Context: an optimization exercise on an open-source flow, tuned for small area and a short achievable clock period. The choices shown serve that exercise and are no tape-out recipe. In this exercise RTL edits were held to simulation tests only and were not proved equivalent to the original. Power is estimated from default activity; no workload was simulated.

==> design.v <==
`default_nettype none
package alu_fmt_pkg;
    localparam int lane_count = 4;
    localparam int opnd_w = 8;
    localparam int prod_w = 16;
    localparam int part_w = 17;
    localparam int res_w = 26;
endpackage
`default_nettype wire
`default_nettype none
module mul8s (
    input  logic [7:0]  a,
    input  logic [7:0]  b,
    output logic [15:0] p
);
    logic c100, c102, c104, c106, c108, c110, c112, c114, c116, c118, c120, c122, c124, c126, c128, c130, c132, c134, c136, c138, c140, c142, c144, c146, c148, c66, c68, c70, c72, c74, c76, c78, c80, c82, c84, c86, c88, c90, c92, c94, c96, c98, pp1, pp10, pp11, pp12, pp13, pp14, pp15, pp16, pp17, pp18, pp19, pp2, pp20, pp21, pp22, pp23, pp24, pp25, pp26, pp27, pp28, pp29, pp3, pp30, pp31, pp32, pp33, pp34, pp35, pp36, pp37, pp38, pp39, pp4, pp40, pp41, pp42, pp43, pp44, pp45, pp46, pp47, pp48, pp49, pp5, pp50, pp51, pp52, pp53, pp54, pp55, pp56, pp57, pp58, pp59, pp6, pp60, pp61, pp62, pp63, pp64, pp7, pp8, pp9, s101, s103, s105, s107, s109, s111, s113, s115, s117, s119, s121, s123, s125, s127, s129, s131, s133, s135, s137, s139, s141, s143, s145, s147, s65, s67, s69, s71, s73, s75, s77, s79, s81, s83, s85, s87, s89, s91, s93, s95, s97, s99;
    logic [15:0] r0, r1;
    assign pp1 = a[0] & b[0];
    assign pp2 = a[0] & b[1];
    assign pp3 = a[0] & b[2];
    assign pp4 = a[0] & b[3];
    assign pp5 = a[0] & b[4];
    assign pp6 = a[0] & b[5];
    assign pp7 = a[0] & b[6];
    assign pp8 = ~(a[0] & b[7]);
    assign pp9 = a[1] & b[0];
    assign pp10 = a[1] & b[1];
    assign pp11 = a[1] & b[2];
    assign pp12 = a[1] & b[3];
    assign pp13 = a[1] & b[4];
    assign pp14 = a[1] & b[5];
    assign pp15 = a[1] & b[6];
    assign pp16 = ~(a[1] & b[7]);
    assign pp17 = a[2] & b[0];
    assign pp18 = a[2] & b[1];
    assign pp19 = a[2] & b[2];
    assign pp20 = a[2] & b[3];
    assign pp21 = a[2] & b[4];
    assign pp22 = a[2] & b[5];
    assign pp23 = a[2] & b[6];
    assign pp24 = ~(a[2] & b[7]);
    assign pp25 = a[3] & b[0];
    assign pp26 = a[3] & b[1];
    assign pp27 = a[3] & b[2];
    assign pp28 = a[3] & b[3];
    assign pp29 = a[3] & b[4];
    assign pp30 = a[3] & b[5];
    assign pp31 = a[3] & b[6];
    assign pp32 = ~(a[3] & b[7]);
    assign pp33 = a[4] & b[0];
    assign pp34 = a[4] & b[1];
    assign pp35 = a[4] & b[2];
    assign pp36 = a[4] & b[3];
    assign pp37 = a[4] & b[4];
    assign pp38 = a[4] & b[5];
    assign pp39 = a[4] & b[6];
    assign pp40 = ~(a[4] & b[7]);
    assign pp41 = a[5] & b[0];
    assign pp42 = a[5] & b[1];
    assign pp43 = a[5] & b[2];
    assign pp44 = a[5] & b[3];
    assign pp45 = a[5] & b[4];
    assign pp46 = a[5] & b[5];
    assign pp47 = a[5] & b[6];
    assign pp48 = ~(a[5] & b[7]);
    assign pp49 = a[6] & b[0];
    assign pp50 = a[6] & b[1];
    assign pp51 = a[6] & b[2];
    assign pp52 = a[6] & b[3];
    assign pp53 = a[6] & b[4];
    assign pp54 = a[6] & b[5];
    assign pp55 = a[6] & b[6];
    assign pp56 = ~(a[6] & b[7]);
    assign pp57 = ~(a[7] & b[0]);
    assign pp58 = ~(a[7] & b[1]);
    assign pp59 = ~(a[7] & b[2]);
    assign pp60 = ~(a[7] & b[3]);
    assign pp61 = ~(a[7] & b[4]);
    assign pp62 = ~(a[7] & b[5]);
    assign pp63 = ~(a[7] & b[6]);
    assign pp64 = a[7] & b[7];
    assign s65 = pp7 ^ pp14;
    assign c66 = pp7 & pp14;
    assign s67 = pp8 ^ pp15 ^ pp22;
    assign c68 = (pp8 & pp15) | (pp8 & pp22) | (pp15 & pp22);
    assign s69 = pp29 ^ pp36;
    assign c70 = pp29 & pp36;
    assign s71 = pp16 ^ pp23 ^ pp30;
    assign c72 = (pp16 & pp23) | (pp16 & pp30) | (pp23 & pp30);
    assign s73 = pp37 ^ pp44 ^ pp51;
    assign c74 = (pp37 & pp44) | (pp37 & pp51) | (pp44 & pp51);
    assign s75 = pp24 ^ pp31 ^ pp38;
    assign c76 = (pp24 & pp31) | (pp24 & pp38) | (pp31 & pp38);
    assign s77 = pp5 ^ pp12;
    assign c78 = pp5 & pp12;
    assign s79 = pp6 ^ pp13 ^ pp20;
    assign c80 = (pp6 & pp13) | (pp6 & pp20) | (pp13 & pp20);
    assign s81 = pp27 ^ pp34;
    assign c82 = pp27 & pp34;
    assign s83 = s65 ^ pp21 ^ pp28;
    assign c84 = (s65 & pp21) | (s65 & pp28) | (pp21 & pp28);
    assign s85 = pp35 ^ pp42 ^ pp49;
    assign c86 = (pp35 & pp42) | (pp35 & pp49) | (pp42 & pp49);
    assign s87 = c66 ^ s67 ^ s69;
    assign c88 = (c66 & s67) | (c66 & s69) | (s67 & s69);
    assign s89 = pp43 ^ pp50 ^ pp57;
    assign c90 = (pp43 & pp50) | (pp43 & pp57) | (pp50 & pp57);
    assign s91 = c68 ^ c70 ^ s71;
    assign c92 = (c68 & c70) | (c68 & s71) | (c70 & s71);
    assign s93 = s73 ^ pp58 ^ 1'b1;
    assign c94 = (s73 & pp58) | (s73 & 1'b1) | (pp58 & 1'b1);
    assign s95 = c72 ^ c74 ^ s75;
    assign c96 = (c72 & c74) | (c72 & s75) | (c74 & s75);
    assign s97 = pp45 ^ pp52 ^ pp59;
    assign c98 = (pp45 & pp52) | (pp45 & pp59) | (pp52 & pp59);
    assign s99 = c76 ^ pp32 ^ pp39;
    assign c100 = (c76 & pp32) | (c76 & pp39) | (pp32 & pp39);
    assign s101 = pp46 ^ pp53 ^ pp60;
    assign c102 = (pp46 & pp53) | (pp46 & pp60) | (pp53 & pp60);
    assign s103 = pp40 ^ pp47 ^ pp54;
    assign c104 = (pp40 & pp47) | (pp40 & pp54) | (pp47 & pp54);
    assign s105 = pp4 ^ pp11;
    assign c106 = pp4 & pp11;
    assign s107 = s77 ^ pp19 ^ pp26;
    assign c108 = (s77 & pp19) | (s77 & pp26) | (pp19 & pp26);
    assign s109 = c78 ^ s79 ^ s81;
    assign c110 = (c78 & s79) | (c78 & s81) | (s79 & s81);
    assign s111 = c80 ^ c82 ^ s83;
    assign c112 = (c80 & c82) | (c80 & s83) | (c82 & s83);
    assign s113 = c84 ^ c86 ^ s87;
    assign c114 = (c84 & c86) | (c84 & s87) | (c86 & s87);
    assign s115 = c88 ^ c90 ^ s91;
    assign c116 = (c88 & c90) | (c88 & s91) | (c90 & s91);
    assign s117 = c92 ^ c94 ^ s95;
    assign c118 = (c92 & c94) | (c92 & s95) | (c94 & s95);
    assign s119 = c96 ^ c98 ^ s99;
    assign c120 = (c96 & c98) | (c96 & s99) | (c98 & s99);
    assign s121 = c100 ^ c102 ^ s103;
    assign c122 = (c100 & c102) | (c100 & s103) | (c102 & s103);
    assign s123 = c104 ^ pp48 ^ pp55;
    assign c124 = (c104 & pp48) | (c104 & pp55) | (pp48 & pp55);
    assign s125 = pp3 ^ pp10;
    assign c126 = pp3 & pp10;
    assign s127 = s105 ^ pp18 ^ pp25;
    assign c128 = (s105 & pp18) | (s105 & pp25) | (pp18 & pp25);
    assign s129 = c106 ^ s107 ^ pp33;
    assign c130 = (c106 & s107) | (c106 & pp33) | (s107 & pp33);
    assign s131 = c108 ^ s109 ^ pp41;
    assign c132 = (c108 & s109) | (c108 & pp41) | (s109 & pp41);
    assign s133 = c110 ^ s111 ^ s85;
    assign c134 = (c110 & s111) | (c110 & s85) | (s111 & s85);
    assign s135 = c112 ^ s113 ^ s89;
    assign c136 = (c112 & s113) | (c112 & s89) | (s113 & s89);
    assign s137 = c114 ^ s115 ^ s93;
    assign c138 = (c114 & s115) | (c114 & s93) | (s115 & s93);
    assign s139 = c116 ^ s117 ^ s97;
    assign c140 = (c116 & s117) | (c116 & s97) | (s117 & s97);
    assign s141 = c118 ^ s119 ^ s101;
    assign c142 = (c118 & s119) | (c118 & s101) | (s119 & s101);
    assign s143 = c120 ^ s121 ^ pp61;
    assign c144 = (c120 & s121) | (c120 & pp61) | (s121 & pp61);
    assign s145 = c122 ^ s123 ^ pp62;
    assign c146 = (c122 & s123) | (c122 & pp62) | (s123 & pp62);
    assign s147 = c124 ^ pp56 ^ pp63;
    assign c148 = (c124 & pp56) | (c124 & pp63) | (pp56 & pp63);
    assign r0 = {1'b1, c148, c146, c144, c142, c140, c138, c136, c134, c132, c130, c128, c126, s125, pp2, pp1};
    assign r1 = {1'b0, pp64, s147, s145, s143, s141, s139, s137, s135, s133, s131, s129, s127, pp17, pp9, 1'b0};
    assign p = r0 + r1;
endmodule
`default_nettype wire
`default_nettype none
module matvec_alu_top (
    input  logic        clk,
    input  logic        rst,
    input  logic        in_valid,
    input  logic [31:0] mat_word,
    input  logic [31:0] vec_word,
    input  logic [2:0]  pattern,
    output logic        out_valid,
    output logic [25:0] res_0,
    output logic [25:0] res_1,
    output logic [25:0] res_2,
    output logic [25:0] res_3
);
    logic        v1, v2;
    logic [31:0] m1, x1;
    logic [2:0]  b1, b2, b3;
    always_ff @(posedge clk or negedge rst) begin
        if (!rst) begin
            v1        <= 1'b0;
            v2        <= 1'b0;
            out_valid <= 1'b0;
        end else begin
            v1        <= in_valid;
            v2        <= v1;
            out_valid <= v2;
        end
    end
    always_ff @(posedge clk) begin
        m1 <= mat_word;
        x1 <= vec_word;
        b1 <= pattern;
    end
    logic signed [15:0] q0, q1, q2, q3;
    logic signed [15:0] p0, p1, p2, p3;
    mul8s u_m0 (.a(m1[31:24]), .b(x1[31:24]), .p(q0));
    mul8s u_m1 (.a(m1[23:16]), .b(x1[23:16]), .p(q1));
    mul8s u_m2 (.a(m1[15:8]),  .b(x1[15:8]),  .p(q2));
    mul8s u_m3 (.a(m1[7:0]),   .b(x1[7:0]),   .p(q3));
    always_ff @(posedge clk) begin
        p0 <= q0;
        p1 <= q1;
        p2 <= q2;
        p3 <= q3;
        b2 <= b1;
    end
    logic signed [16:0] w_n, u_n;
    logic signed [16:0] w3, u3;
    logic signed [15:0] p0_3, p3_3;
    assign w_n = 17'(p1) + (b2[0] ? 17'sd0 : 17'(p0));
    assign u_n = 17'(p2) + (b2[2] ? 17'sd0 : 17'(p3));
    always_ff @(posedge clk) begin
        w3   <= w_n;
        u3   <= u_n;
        p0_3 <= p0;
        p3_3 <= p3;
        b3   <= b2;
    end
    logic signed [17:0] y;
    logic signed [17:0] s0, s1, s2, s3;
    assign y = 18'(w3) + (b3[1] ? 18'sd0 : 18'(u3));
    always_comb begin
        s0 = b3[0] ? 18'(p0_3) : y;
        s1 = b3[0] ? y : (b3[1] ? 18'(u3) : (b3[2] ? 18'(p3_3) : 18'sd0));
        s2 = (b3[0] & b3[1]) ? 18'(u3) : ((b3[2] & (b3[0] ^ b3[1])) ? 18'(p3_3) : 18'sd0);
        s3 = (&b3) ? 18'(p3_3) : 18'sd0;
    end
    assign res_0 = 26'(s0);
    assign res_1 = 26'(s1);
    assign res_2 = 26'(s2);
    assign res_3 = 26'(s3);
endmodule
`default_nettype wire
==> run.sh <==
#!/bin/bash
# synth_recipe.tcl (not shown) runs the flow's synth.tcl, then flattens the netlist and writes it again
# the make line also repeats each setting of config.mk as NAME=value (left out here)
make -C /OpenROAD-flow-scripts/flow DESIGN_CONFIG=/design/flow/config.mk WORK_HOME=/design/flow/orfs CLKGATE_MAP_FILE= SYNTH_SCRIPT=/design/flow/synth_recipe.tcl finish
==> config.mk <==
export PLATFORM = sky130hd
export DESIGN_NAME = matvec_alu_top
export DESIGN_NICKNAME = matvec_alu_top
export VERILOG_FILES = /design/flow/design.v
export SDC_FILE = /design/flow/constraint.sdc
export NUM_CORES = 4
export LEC_CHECK = 0
export CAP_MARGIN = 20
export CORE_MARGIN = 2
export CORE_UTILIZATION = 40
export SLEW_MARGIN = 20
==> constraint.sdc <==
create_clock -name core_clock -period 5.2 [get_ports {clk}]
set_input_delay 1.0400 -clock core_clock [delete_from_list [all_inputs] [get_ports {clk}]]
set_output_delay 1.0400 -clock core_clock [all_outputs]
set_load 0.01 [all_outputs]
==> impl_metrics.ini <==
[placement]
placed_cell_area_sq_um = 17470
dp_cells = 2324
hpwlAfterDp_um = 30320
gp_congestion = 0.8879
io_buffer_count = 174

[floorplan]
design.core.area_sq_um = 37840
die-width_um = 200.3
core.rowCount = 71
die_y_um = 200.3
start_util_pct = 40.74
die_area_sq_um = 40130
num_io_pins = 175

[global_route]
grt_pass1_wl_um = 61000
grt_usage_pct = 18.79
grt_overflow = 0
grt_max_degree = 41
grt_pass1_vias = 11920
antenna_found_initial = 0

[detailed_routing]
drc = 0
routedWlPerCell_um = 15.69
antenna_left = 0
vias_per_cell = 4.929
drtIter0Drc = 639
finalWirelength_um = 37180
drtPass1Iterations = 5
num_vias = 11680

[hold_path]
hp-class = register to register
hold_depth = 0

[critical_path]
cp.depth = 12
slowest_delay_ns = 0.63
r2r_slack_ns = 0.71
cp_max_fo = 24
cp-end-kind = output pin
crit_type = register to output pin
rr_worst_depth = 17
crit_path_end = res_0[17]
r2r-end = p0[15]$_DFF_P_
worst-path-buf-inv = 3
path_cells = buf_6, nand2b_1, inv_1, ha_1, a211oi_1, nor2_1, o21ai_2, o2111ai_1, o211a_1, a2111o_1, o21ai_2, clkdlybuf4s50_1
timing.rr.start = m1[26]$_DFF_P_
cp.required_ns = 4.16
worstSetupStartpointType = register
cp.arrival_ns = 3.88
crit_top_cell = o21ai_2
crit_start = b3[1]$_DFF_P_
crit_slowest_cell = clkdlybuf4s50_1
cp_top_family = compound AO/OA/AOI/OAI gates

[synth]
netlist_instances = 1691
ys_seq_elements = 206
synth_area_sq_um = 15420
yosys-top-cells-area = dfxtp_1 (26%), fa_1 (19%), ha_1 (11%), and2_1 (6.8%), inv_1 (6.1%)
ys.flop_type = dfxtp_1
avgSynthCellArea_sq_um = 9.117
yosys_warnings = 1
synth_top_area_share_pct = 26.36
ys_types = 60
synth_edf_count = 0
yosysTopAreaCell = dfxtp_1
async_flop_share_pct = 1.456
synth_fp_nets = 2042
ys_seq_area_share_pct = 26.85

[clock_tree]
clk_latency_ns = 0.55
cts-resized-gates = 1
cts_buffer_depth = 3
ctsHtreeMaxLevel = 1
postCtsSetupBuffers = 0
tritoncts = built
hold_buffers = 0
clk_pin_slew_ns = 0.06
cts-root-buf = clkbuf_16
cts_buffers = 25
cts.sinks = 206

[timing]
whs_ns = 0.3255
fmax_mhz = 203.3
tightestPinTransition_ns = 0.7408
skew_ns = 0.01301
final_max_slew_viol_count = 0
relSlewSlack_pct = 50.61
period_minus_slack_ns = 4.919
setup_violations = 0
setup_tns_ns = 0
fin_crit_sh_pct = 94.59
rsz0062_at_grt = no
final_hold_viol_count = 0

[power]
p_clk_share_pct = 18.0
power_switching_mw = 3.976
p_seq_share_pct = 25.9
p_per_area_nw_per_um2 = 528.6
p_int_mw = 5.702
p_comb_share_pct = 56.1
p_leak_nw = 8.656
max-vdd-ir-drop_v = 0.0002489
swShare_pct = 41.08

[final_layout]
nNetsFinal = 2191
antenna_cells = 0
final_cell_area_sq_um = 18310
syn_to_final_growth_pct = 18.76
finish.utilization_pct = 48.38
layout.cells.non_filler = 2370
drive_gt1_share_pct = 3.819

[job]
max_cap_viol_count = 0

[outcome]
status = finished clean
## worst register-to-register path: stages, from the launching register on
cell	delay [ns]
dfxtp_1	0.39
and2_1	0.21
fa_1	0.53
inv_1	0.05
fa_1	0.50
inv_1	0.05
fa_1	0.53
inv_1	0.05
fa_1	0.50
inv_1	0.04
ha_1	0.18
a21o_1	0.20
a21oi_1	0.24
nor2b_1	0.10
a211oi_1	0.34
a21oi_1	0.16
a21o_1	0.21
a21oi_1	0.12
## logic make-up (layout without fill, tap and decap cells)
group                    after synthesis  after routing  share of synthesized area, %
AND/OR/NAND/NOR                      531            531                         17.82
buffers and inverters                312            480                         8.619
adder cells (fa/ha/maj)              281            281                         29.97
AO/OA/AOI/OAI                        271            271                         11.54
flip-flops                           206            206                         26.85
XOR/XNOR                              82             82                         4.659
multiplexers                           8              8                        0.5519
## registers in the layout, indices dropped and copies added, names as in the netlist, 3 cells and up
name	cells
m1	32
x1	32
u3	17
w3	17
p0	16
p0_3	16
p1	16
p2	16
p3	16
p3_3	16
b1	3
b2	3
b3	3
## cells in the mapped netlist (27+ instances only)
master	number
nor2_1	68
and2_1	167
o21ai_0	56
fa_1	147
nand2_1	152
ha_1	134
xnor2_1	55
dfxtp_1	203
nor2b_1	57
inv_1	252
xor2_1	27
buf_4	35
a21o_1	35
a21oi_1	66
## placed cells by master (no fill, tap or decap), drive strengths merged, types with 31 or more instances in the layout
cell type and n:
inv 255, dfxtp 203, clkdlybuf4s50 174, and2 167
nand2 152, fa 147, ha 134, nor2 68
a21oi 67, o21ai 61, nor2b 57, xnor2 55
a21o 35, clkbuf 31
## how the worst min path moves through the flow
stage,to,from,slack (ns)
after floorplan,b2[0]$_DFF_P_,b1[0]$_DFF_P_,0.31
after global placement,b2[2]$_DFF_P_,b1[2]$_DFF_P_,0.31
after detailed placement,b2[1]$_DFF_P_,b1[1]$_DFF_P_,0.31
after CTS,b2[1]$_DFF_P_,b1[1]$_DFF_P_,0.33
after global routing,b2[2]$_DFF_P_,b1[2]$_DFF_P_,0.34
final,b2[1]$_DFF_P_,b1[1]$_DFF_P_,0.33
## routing by layer
| metal | track usage (%) | up-vias | routed length (um) |
|---|---|---|---|
| li1 | - | 5719 | - |
| met1 | 25.37 | 5688 | 17000 |
| met2 | 31.68 | 241 | 17530 |
| met3 | 3.108 | 33 | 2060 |
| met4 | 4.021 | 0 | 592 |
| met5 | 0 | - | 0 |
## cell type report
cell class / instances / area (sq um)
Inverter: 253 / 949.7
Clock inverter: 15 / 146.4
Timing Repair Buffer: 181 / 1798
Multi-Input combinational cell: 1173 / 9957
Sequential cell: 206 / 4140
Clock buffer: 31 / 678.2
Tap cell: 511 / 639.4
Fill cell: 3708 / 19540
## stage by stage
stage	setup slack, ns	total power, mW
detailed placement	0.5229	7.957
finish	0.2812	9.678
CTS	0.1218	9.765
global route	0.01199	10.52
global placement	0.5908	7.899
floorplan	0.7546	6.275
## power groups by stage
stage	clock [mW]	sequential [mW]	combinational, mW
after floorplan	0	2.32	3.96
after global placement	0	2.53	5.37
after detailed placement	0	2.53	5.42
after CTS	1.80	2.51	5.46
after global routing	1.86	2.55	6.12
final	1.74	2.51	5.43

## separate check: timing with driven ports
How much do the figures lean on ideal ports? The routed layout below was timed once more, with nothing changed but the port constraints. Step 1 sets driving cells, clkbuf_16 on the clock port and buf_2 on the other inputs (assumed; they add their load-dependent delay and slew). Step 2 moves the port delays by t, midway between the first and last clock arrival at a register: inputs arrive t later, outputs are due t later. That takes back most of the time a late clock gives input paths. Slacks: no drivers / after step 1 / after step 2; pairs: no drivers / after step 1.
t (ns): 0.589
slack for setup (ns): 0.281 / 0.230 / 0.712
clock arrival spread, ns: 0.015 / 0.015
After both steps this run still meets setup and hold. The setup slack of this run moves by -0.051 ns with the drivers and by +0.431 ns with both steps.
